This is an optimization exercise on Yosys and OpenROAD, whose aim is small area, a short achievable clock period and few clock cycles per item, not a production implementation.
The RTL was checked by simulation tests, not by an equivalence proof against the original design.

$ cat flow/config.mk
export PLATFORM = sky130hd
export DESIGN_NAME = parametric_crc64_engine
export DESIGN_NICKNAME = parametric_crc64_engine
export VERILOG_FILES = /design/flow/design.v
export SDC_FILE = /design/flow/constraint.sdc
export NUM_CORES = 4
export LEC_CHECK = 0
export CAP_MARGIN = 20
export CORE_MARGIN = 2
export CORE_UTILIZATION = 40
export SLEW_MARGIN = 20
$ cat flow/constraint.sdc
create_clock -name core_clock -period 6.0 [get_ports {clk}]
set_input_delay 1.2000 -clock core_clock [delete_from_list [all_inputs] [get_ports {clk}]]
set_output_delay 1.2000 -clock core_clock [all_outputs]
set_load 0.01 [all_outputs]
$ cat flow/design.v
`timescale 1ns / 1ps
package pcrc64_pkg;
  localparam int CrcWidth   = 64;
  localparam int ByteWidth  = 8;
  localparam int CountWidth = 32;
  localparam int CfgIdxWidth = 3;
  localparam logic [CrcWidth-1:0]   PolyReset   = 64'h42F0_E1EB_A9EA_3693;
  localparam logic [CrcWidth-1:0]   InitReset   = '0;
  localparam logic [CrcWidth-1:0]   XorOutReset = '0;
  localparam logic [CountWidth-1:0] CountMax    = '1;
  typedef enum logic [CfgIdxWidth-1:0] {
    REG_POLYNOMIAL    = 3'd0,
    REG_INITIAL_VALUE = 3'd1,
    REG_XOR_OUT       = 3'd2,
    REG_REFLECT_IN    = 3'd3,
    REG_REFLECT_OUT   = 3'd4
  } cfg_reg_e;
  typedef enum logic {
    OP_ABSORB  = 1'b0,
    OP_RESTART = 1'b1
  } op_kind_e;
  typedef struct packed {
    logic                 kind;   
    logic [ByteWidth-1:0] data;
  } op_t;
  typedef struct packed {
    logic [CrcWidth-1:0] polynomial;
    logic [CrcWidth-1:0] initial_value;
    logic [CrcWidth-1:0] xor_out;
    logic                reflect_out;
  } crc_cfg_t;
  function automatic logic [ByteWidth-1:0] flip8(input logic [ByteWidth-1:0] b);
    logic [ByteWidth-1:0] r;
    for (int i = 0; i < ByteWidth; i = i + 1) begin
      r[i] = b[ByteWidth-1-i];
    end
    flip8 = r;
  endfunction
  function automatic logic [CrcWidth-1:0] flip64(input logic [CrcWidth-1:0] v);
    logic [CrcWidth-1:0] r;
    for (int i = 0; i < CrcWidth; i = i + 1) begin
      r[i] = v[CrcWidth-1-i];
    end
    flip64 = r;
  endfunction
  function automatic logic [CrcWidth-1:0] crc_step8(input logic [CrcWidth-1:0]  crc,
                                                     input logic [ByteWidth-1:0] din,
                                                     input logic [CrcWidth-1:0]  poly);
    logic [CrcWidth-1:0] r;
    r = crc ^ {din, {(CrcWidth-ByteWidth){1'b0}}};
    for (int i = 0; i < ByteWidth; i = i + 1) begin
      if (r[CrcWidth-1]) begin
        r = {r[CrcWidth-2:0], 1'b0} ^ poly;
      end else begin
        r = {r[CrcWidth-2:0], 1'b0};
      end
    end
    crc_step8 = r;
  endfunction
endpackage
`timescale 1ns / 1ps
module pcrc64_front (
  input  logic                            clk,
  input  logic                            rst,
  input  logic                            s_axis_tvalid,
  output logic                            s_axis_tready,
  input  logic [pcrc64_pkg::ByteWidth-1:0] s_axis_tdata,   
  input  logic                            s_axis_tuser,   
  input  logic                            reflect_in,
  output logic                            q_valid,
  input  logic                            q_ready,
  output pcrc64_pkg::op_t                 q_op
);
  pcrc64_pkg::op_t        entry0;
  pcrc64_pkg::op_t        entry1;
  logic       wr_ptr;
  logic       rd_ptr;
  logic [1:0] count;
  logic       push;
  logic       pop;
  pcrc64_pkg::op_t        op_in;
  assign s_axis_tready = (count != 2'd2);
  assign q_valid       = (count != 2'd0);
  assign q_op          = rd_ptr ? entry1 : entry0;
  assign push          = s_axis_tvalid && s_axis_tready;
  assign pop           = q_valid && q_ready;
  always_comb begin
    op_in.kind = s_axis_tuser;
    op_in.data = reflect_in ? pcrc64_pkg::flip8(s_axis_tdata) : s_axis_tdata;
  end
  always_ff @(posedge clk) begin
    if (rst) begin
      wr_ptr <= 1'b0;
      rd_ptr <= 1'b0;
      count  <= 2'd0;
    end else begin
      if (push) begin
        wr_ptr <= ~wr_ptr;
      end
      if (pop) begin
        rd_ptr <= ~rd_ptr;
      end
      if (push && !pop) begin
        count <= count + 2'd1;
      end else if (pop && !push) begin
        count <= count - 2'd1;
      end
    end
  end
  always_ff @(posedge clk) begin
    if (push && !wr_ptr) begin
      entry0 <= op_in;
    end
    if (push && wr_ptr) begin
      entry1 <= op_in;
    end
  end
endmodule
`timescale 1ns / 1ps
module pcrc64_back (
  input  logic                                clk,
  input  logic                                rst,
  input  pcrc64_pkg::crc_cfg_t                cfg,
  input  logic                                q_valid,
  output logic                                q_ready,
  input  pcrc64_pkg::op_t                     q_op,
  output logic                                m_axis_tvalid,
  input  logic                                m_axis_tready,
  output logic [pcrc64_pkg::CrcWidth+pcrc64_pkg::CountWidth-1:0] m_axis_tdata
);
  logic [pcrc64_pkg::CrcWidth-1:0]   crc_register;
  logic [pcrc64_pkg::CrcWidth-1:0]   crc_register_next;
  logic [pcrc64_pkg::CountWidth-1:0] bytes_absorbed;
  logic [pcrc64_pkg::CountWidth-1:0] bytes_absorbed_next;
  logic [pcrc64_pkg::CrcWidth-1:0]   crc_finished;
  logic                  take;
  assign q_ready = !m_axis_tvalid || m_axis_tready;
  assign take    = q_valid && q_ready;
  always_comb begin
    case (q_op.kind)
      pcrc64_pkg::OP_RESTART: begin
        crc_register_next   = cfg.initial_value;
        bytes_absorbed_next = '0;
      end
      pcrc64_pkg::OP_ABSORB: begin
        crc_register_next   = pcrc64_pkg::crc_step8(crc_register, q_op.data, cfg.polynomial);
        bytes_absorbed_next = (bytes_absorbed == pcrc64_pkg::CountMax) ? bytes_absorbed
                                                           : bytes_absorbed + 32'd1;
      end
      default: begin
        crc_register_next   = crc_register;
        bytes_absorbed_next = bytes_absorbed;
      end
    endcase
    crc_finished = (cfg.reflect_out ? pcrc64_pkg::flip64(crc_register_next) : crc_register_next)
                   ^ cfg.xor_out;
  end
  always_ff @(posedge clk) begin
    if (rst) begin
      crc_register   <= pcrc64_pkg::InitReset;
      bytes_absorbed <= '0;
      m_axis_tvalid  <= 1'b0;
    end else begin
      if (take) begin
        crc_register   <= crc_register_next;
        bytes_absorbed <= bytes_absorbed_next;
        m_axis_tvalid  <= 1'b1;
      end else if (m_axis_tready) begin
        m_axis_tvalid  <= 1'b0;
      end
    end
  end
  always_ff @(posedge clk) begin
    if (take) begin
      m_axis_tdata <= {bytes_absorbed_next, crc_finished};
    end
  end
endmodule
`timescale 1ns / 1ps
module parametric_crc64_engine (
  input  logic                                clk,
  input  logic                                rst,
  input  logic                                s_axis_tvalid,
  output logic                                s_axis_tready,
  input  logic [pcrc64_pkg::ByteWidth-1:0]    s_axis_tdata,   
  input  logic                                s_axis_tuser,   
  output logic                                m_axis_tvalid,
  input  logic                                m_axis_tready,
  output logic [pcrc64_pkg::CrcWidth+pcrc64_pkg::CountWidth-1:0] m_axis_tdata,
  input  logic                                cfg_valid,
  output logic                                cfg_ready,
  input  logic [pcrc64_pkg::CfgIdxWidth-1:0]  cfg_index,
  input  logic [pcrc64_pkg::CrcWidth-1:0]     cfg_data
);
  pcrc64_pkg::crc_cfg_t crc_cfg;
  logic     reflect_in;
  logic     q_valid;
  logic     q_ready;
  pcrc64_pkg::op_t      q_op;
  assign cfg_ready = 1'b1;
  always_ff @(posedge clk) begin
    if (rst) begin
      crc_cfg.polynomial    <= pcrc64_pkg::PolyReset;
      crc_cfg.initial_value <= pcrc64_pkg::InitReset;
      crc_cfg.xor_out       <= pcrc64_pkg::XorOutReset;
      crc_cfg.reflect_out   <= 1'b0;
      reflect_in            <= 1'b0;
    end else if (cfg_valid && cfg_ready) begin
      case (cfg_index)
        pcrc64_pkg::REG_POLYNOMIAL:    crc_cfg.polynomial    <= cfg_data;
        pcrc64_pkg::REG_INITIAL_VALUE: crc_cfg.initial_value <= cfg_data;
        pcrc64_pkg::REG_XOR_OUT:       crc_cfg.xor_out       <= cfg_data;
        pcrc64_pkg::REG_REFLECT_IN:    reflect_in            <= cfg_data[0];
        pcrc64_pkg::REG_REFLECT_OUT:   crc_cfg.reflect_out   <= cfg_data[0];
        default: begin
        end
      endcase
    end
  end
  pcrc64_front u_front (
    .clk           (clk),
    .rst           (rst),
    .s_axis_tvalid (s_axis_tvalid),
    .s_axis_tready (s_axis_tready),
    .s_axis_tdata  (s_axis_tdata),
    .s_axis_tuser  (s_axis_tuser),
    .reflect_in    (reflect_in),
    .q_valid       (q_valid),
    .q_ready       (q_ready),
    .q_op          (q_op)
  );
  pcrc64_back u_back (
    .clk           (clk),
    .rst           (rst),
    .cfg           (crc_cfg),
    .q_valid       (q_valid),
    .q_ready       (q_ready),
    .q_op          (q_op),
    .m_axis_tvalid (m_axis_tvalid),
    .m_axis_tready (m_axis_tready),
    .m_axis_tdata  (m_axis_tdata)
  );
endmodule
$ cat flow/run.sh
#!/bin/bash
# synth_recipe.tcl (not shown) runs the flow's synth.tcl, then flattens the netlist and writes it again
# the make line also repeats each setting of config.mk as NAME=value (left out here)
make -C /OpenROAD-flow-scripts/flow DESIGN_CONFIG=/design/flow/config.mk WORK_HOME=/design/flow/orfs CLKGATE_MAP_FILE= SYNTH_SCRIPT=/design/flow/synth_recipe.tcl finish
==> impl_metrics.tcl <==
set metrics [dict create \
    design.core.area_um2 65900 \
    grt_overflow 0 \
    via_count 23483 \
    arrival_ps 6050 \
    cts_buffers 46 \
    ys_ff_latch 409 \
    wl_per_cell_um 21.5 \
    die_h_um 262 \
    synth_edf_count 114 \
    drt-pass1-iter-count 6 \
    yosys.area_share.simple_pct 18.6 \
    finalMaxSlewViolations 0 \
    grt_pass1_vias 22217 \
    dp_cells 4022 \
    layout.nets 3291 \
    drtAntennaViolNets 0 \
    clock-sinks 409 \
    syn_area_um2 26600 \
    route.detailed.drc 0 \
    start_util_pct 40.4 \
    critPathRequiredTime_ps 6330 \
    ys_warn_count 3 \
    via_per_inst 5.71 \
    netlist_instances 3204 \
    synth_async_sr_flop_share_pct 0 \
    yosys-mux-area-fraction_pct 4.88 \
    die_w_um 262 \
    maxSlewHeadroom_pct 30.2 \
    max_clock_freq_mhz 175 \
    tightest_slew_ps 1050 \
    wl_um 88400 \
    grt_first_pass_wirelength_um 136000 \
    dp_hpwl_um 54800 \
    skew_ps 18.3 \
    grt_max_degree 145 \
    layoutNonFillerInstCount 4111 \
    clk_pin_slew_ps 60 \
    synth_compound_area_share_pct 18.7 \
    io_pins 180 \
    synth_fa_ha_area_share_pct 0.0940 \
    routabilityCongestion 0.872 \
    placed_area_um2 29100 \
    layout-drive-gt1-share_pct 7.09 \
    post-route-util_pct 46.5 \
    grt_usage_pct 25.4 \
    tritoncts "done" \
    hold_viol 0 \
    synth_nets 3287 \
    holdBufCountCts 0 \
    ys.flop_type "dfxtp_1" \
    avgSynthCellArea_um2 8.31 \
    synth_xor_area_share_pct 17.3 \
    fp-row-count 94 \
    htree_num_levels 2 \
    path_max_fanout 43 \
    worstSetupPathType "flop to flop" \
    cts.path.max_buffers 3 \
    die_area_um2 68600 \
    hp-class "flop to flop" \
    ys_types 80 \
    yosysSeqAreaShare_pct 35.0 \
    port_buffers 178 \
    whs_ps 457 \
    cts_root_buf "clkbuf_16" \
    area_growth_pct 15.1 \
    finalInstanceArea_um2 30700 \
    drt_iter0_markers 2515 \
    setup_viol 0 \
    fin_crit_sh_pct 95.5 \
    end_kind "flop" \
    period_minus_slack_ps 5730 \
    antenna_found_initial 2 \
    outcome "finished clean" \
    synth_top_family_by_area "compound AO/OA/AOI/OAI gates" \
    worst_skew_pair.late_latency_ps 600 \
    start_kind "flop" \
    cap_violations 0 \
]
-- critical path: stages, from the launching register on --
cell and delay, ps:
dfxtp_1 460, mux2i_4 370, xor2_2 270, buf_4 370, nor2_1 70, o2bb2ai_1 130
a31oi_1 150, xnor3_1 570, nor3_1 260, buf_4 280, nor3_1 90, nor4_2 180
bufbuf_16 510, mux2i_1 280, xnor3_1 450, and4_1 220, a211oi_2 400, mux2i_1 170
xor2_1 180
-- routing by layer --
metal	global-route usage (%)	wire length (µm)	vias up	part of all wire, %
met1	36.6	40200	11373	45
li1	-	-	11056	-
met3	2.90	5950	145	6.7
met4	7.74	2480	0	2.8
met2	39.8	39800	909	45
met5	0	0	-	0
-- sequential cells by signal, indices dropped and copies added (netlist names) --
| name | count |
|---|---|
| crc_cfg | 193 |
| u_back.m_axis_tdata | 96 |
| u_back.crc_register | 64 |
| u_back.bytes_absorbed | 32 |
| u_front.entry0 | 9 |
| u_front.entry1 | 9 |
| u_front.count | 2 |
| reflect_in | 1 |
| u_back.m_axis_tvalid | 1 |
| u_front.rd_ptr | 1 |
| u_front.wr_ptr | 1 |
-- cell families (layout without fill, tap and decap cells) --
family | Yosys count | after routing
buffers and inverters | 356 | 398
and+or+nand+nor | 1186 | 1186
adders and majority gates | 2 | 2
DFF | 409 | 409
other | 1 | 2
xor gates and xnor gates | 446 | 446
AOI/OAI and AO/OA | 678 | 678
muxes | 126 | 126
-- synth_stat cells, types with 12 or more instances --
master	count	area share (%)
a211o_1	74	2.4
a211oi_1	139	3.9
a211oi_2	15	0.71
a21oi_1	216	4.1
a221oi_1	12	0.39
and4_1	48	1.6
buf_1	27	0.38
buf_2	22	0.41
clkbuf_1	237	3.3
dfxtp_1	295	22
edfxtp_1	114	13
inv_1	59	0.83
mux2i_1	114	4.3
nand2_1	837	12
nand3_1	23	0.43
nor2_1	197	2.8
nor3_1	17	0.32
o211ai_1	77	2.2
o21ai_0	24	0.45
o22ai_1	14	0.33
o311ai_1	15	0.49
o311ai_2	29	1.8
xnor2_1	308	10
xnor3_1	49	4.1
xor2_1	85	2.8
-- cell usage in the layout (no fill, tap or decap), types with 9 or more instances in the layout --
| cell type | synthesis | layout |
|---|---|---|
| nand2_1 | 837 | 837 |
| xnor2_1 | 308 | 306 |
| dfxtp_1 | 295 | 293 |
| a21oi_1 | 216 | 216 |
| nor2_1 | 197 | 194 |
| clkdlybuf4s50_1 | 0 | 177 |
| a211oi_1 | 139 | 139 |
| edfxtp_1 | 114 | 114 |
| mux2i_1 | 114 | 112 |
| xor2_1 | 85 | 84 |
| o211ai_1 | 77 | 77 |
| a211o_1 | 74 | 74 |
| buf_4 | 3 | 62 |
| inv_1 | 59 | 59 |
| xnor3_1 | 49 | 49 |
| and4_1 | 48 | 48 |
| clkbuf_16 | 0 | 47 |
| o311ai_2 | 29 | 29 |
| o21ai_0 | 24 | 24 |
| nand3_1 | 23 | 23 |
| nor3_1 | 17 | 17 |
| clkbuf_1 | 237 | 16 |
| a211oi_2 | 15 | 15 |
| o311ai_1 | 15 | 15 |
| o22ai_1 | 14 | 14 |
| a221oi_1 | 12 | 12 |
| and3_1 | 11 | 11 |
| nand4_1 | 10 | 10 |
| buf_12 | 0 | 9 |
-- worst paths after layout --
kind | startpoint | endpoint | slack, ps | cells after the start
worst min register to register | crc_cfg[82] | crc_cfg[82] | 460 | 2
worst max register to register | u_front.rd_ptr | u_back.m_axis_tdata[21] | 270 | 18
worst min-delay path | crc_cfg[82] | crc_cfg[82] | 460 | 2
worst max-delay path | u_front.rd_ptr | u_back.m_axis_tdata[21] | 270 | 18
-- timing repair --
action                     in CTS  in global routing
gates resized for setup         0                  7
buffers inserted                0                  2
setup endpoints to repair       0                 48
-- area by class of cell --
class | count | area [µm²]
multi-input combinational | 2439 | 16000
clock buffer | 67 | 1290
timing repair buffer | 250 | 2460
sequential | 409 | 9330
tap | 864 | 1080
antenna | 1 | 2.50
inverter | 62 | 240
clock inverter | 19 | 201
fill | 6348 | 35200
-- through the flow --
step | worst slack (ps) | setup TNS [ps]
finish | 271 | 0
global route | -1.00 | -1.08
CTS | 154 | 0
detailed placement | 176 | 0
global placement | 306 | 0
floorplan | 789 | 0
Testbench counts, summed over its fixed seeds: cycles 19,264, items 19,200.

[afterwards: timing with drivers on the ports]
In the flow no input, the clock included, has a driving cell. The finished layout below was timed again as built, in two steps. Step 1 (the two cells are an assumption about what drives the block):
set clk [get_ports {clk}]
set_driving_cell -lib_cell sky130_fd_sc_hd__clkbuf_16 $clk
set_driving_cell -lib_cell sky130_fd_sc_hd__buf_2 [delete_from_list [all_inputs] $clk]
Step 2, shift: input delay + t, output delay - t, t = (earliest + latest rising clock arrival at the registers) / 2. This alone moves slack from input paths to output paths. Slacks: ideal / step 1 / step 2; pairs: ideal / step 1.
t, ns: 0.651
setup WS [ns]: 0.271 / 0.271 / 0.271
clock arrival spread, ns: 0.022 / 0.021
slew at the worst register clock pin (ns): 0.07 / 0.07
After both steps this run still meets setup and hold. The setup slack of this run moves by 0.000 ns with the drivers and by 0.000 ns with both steps.
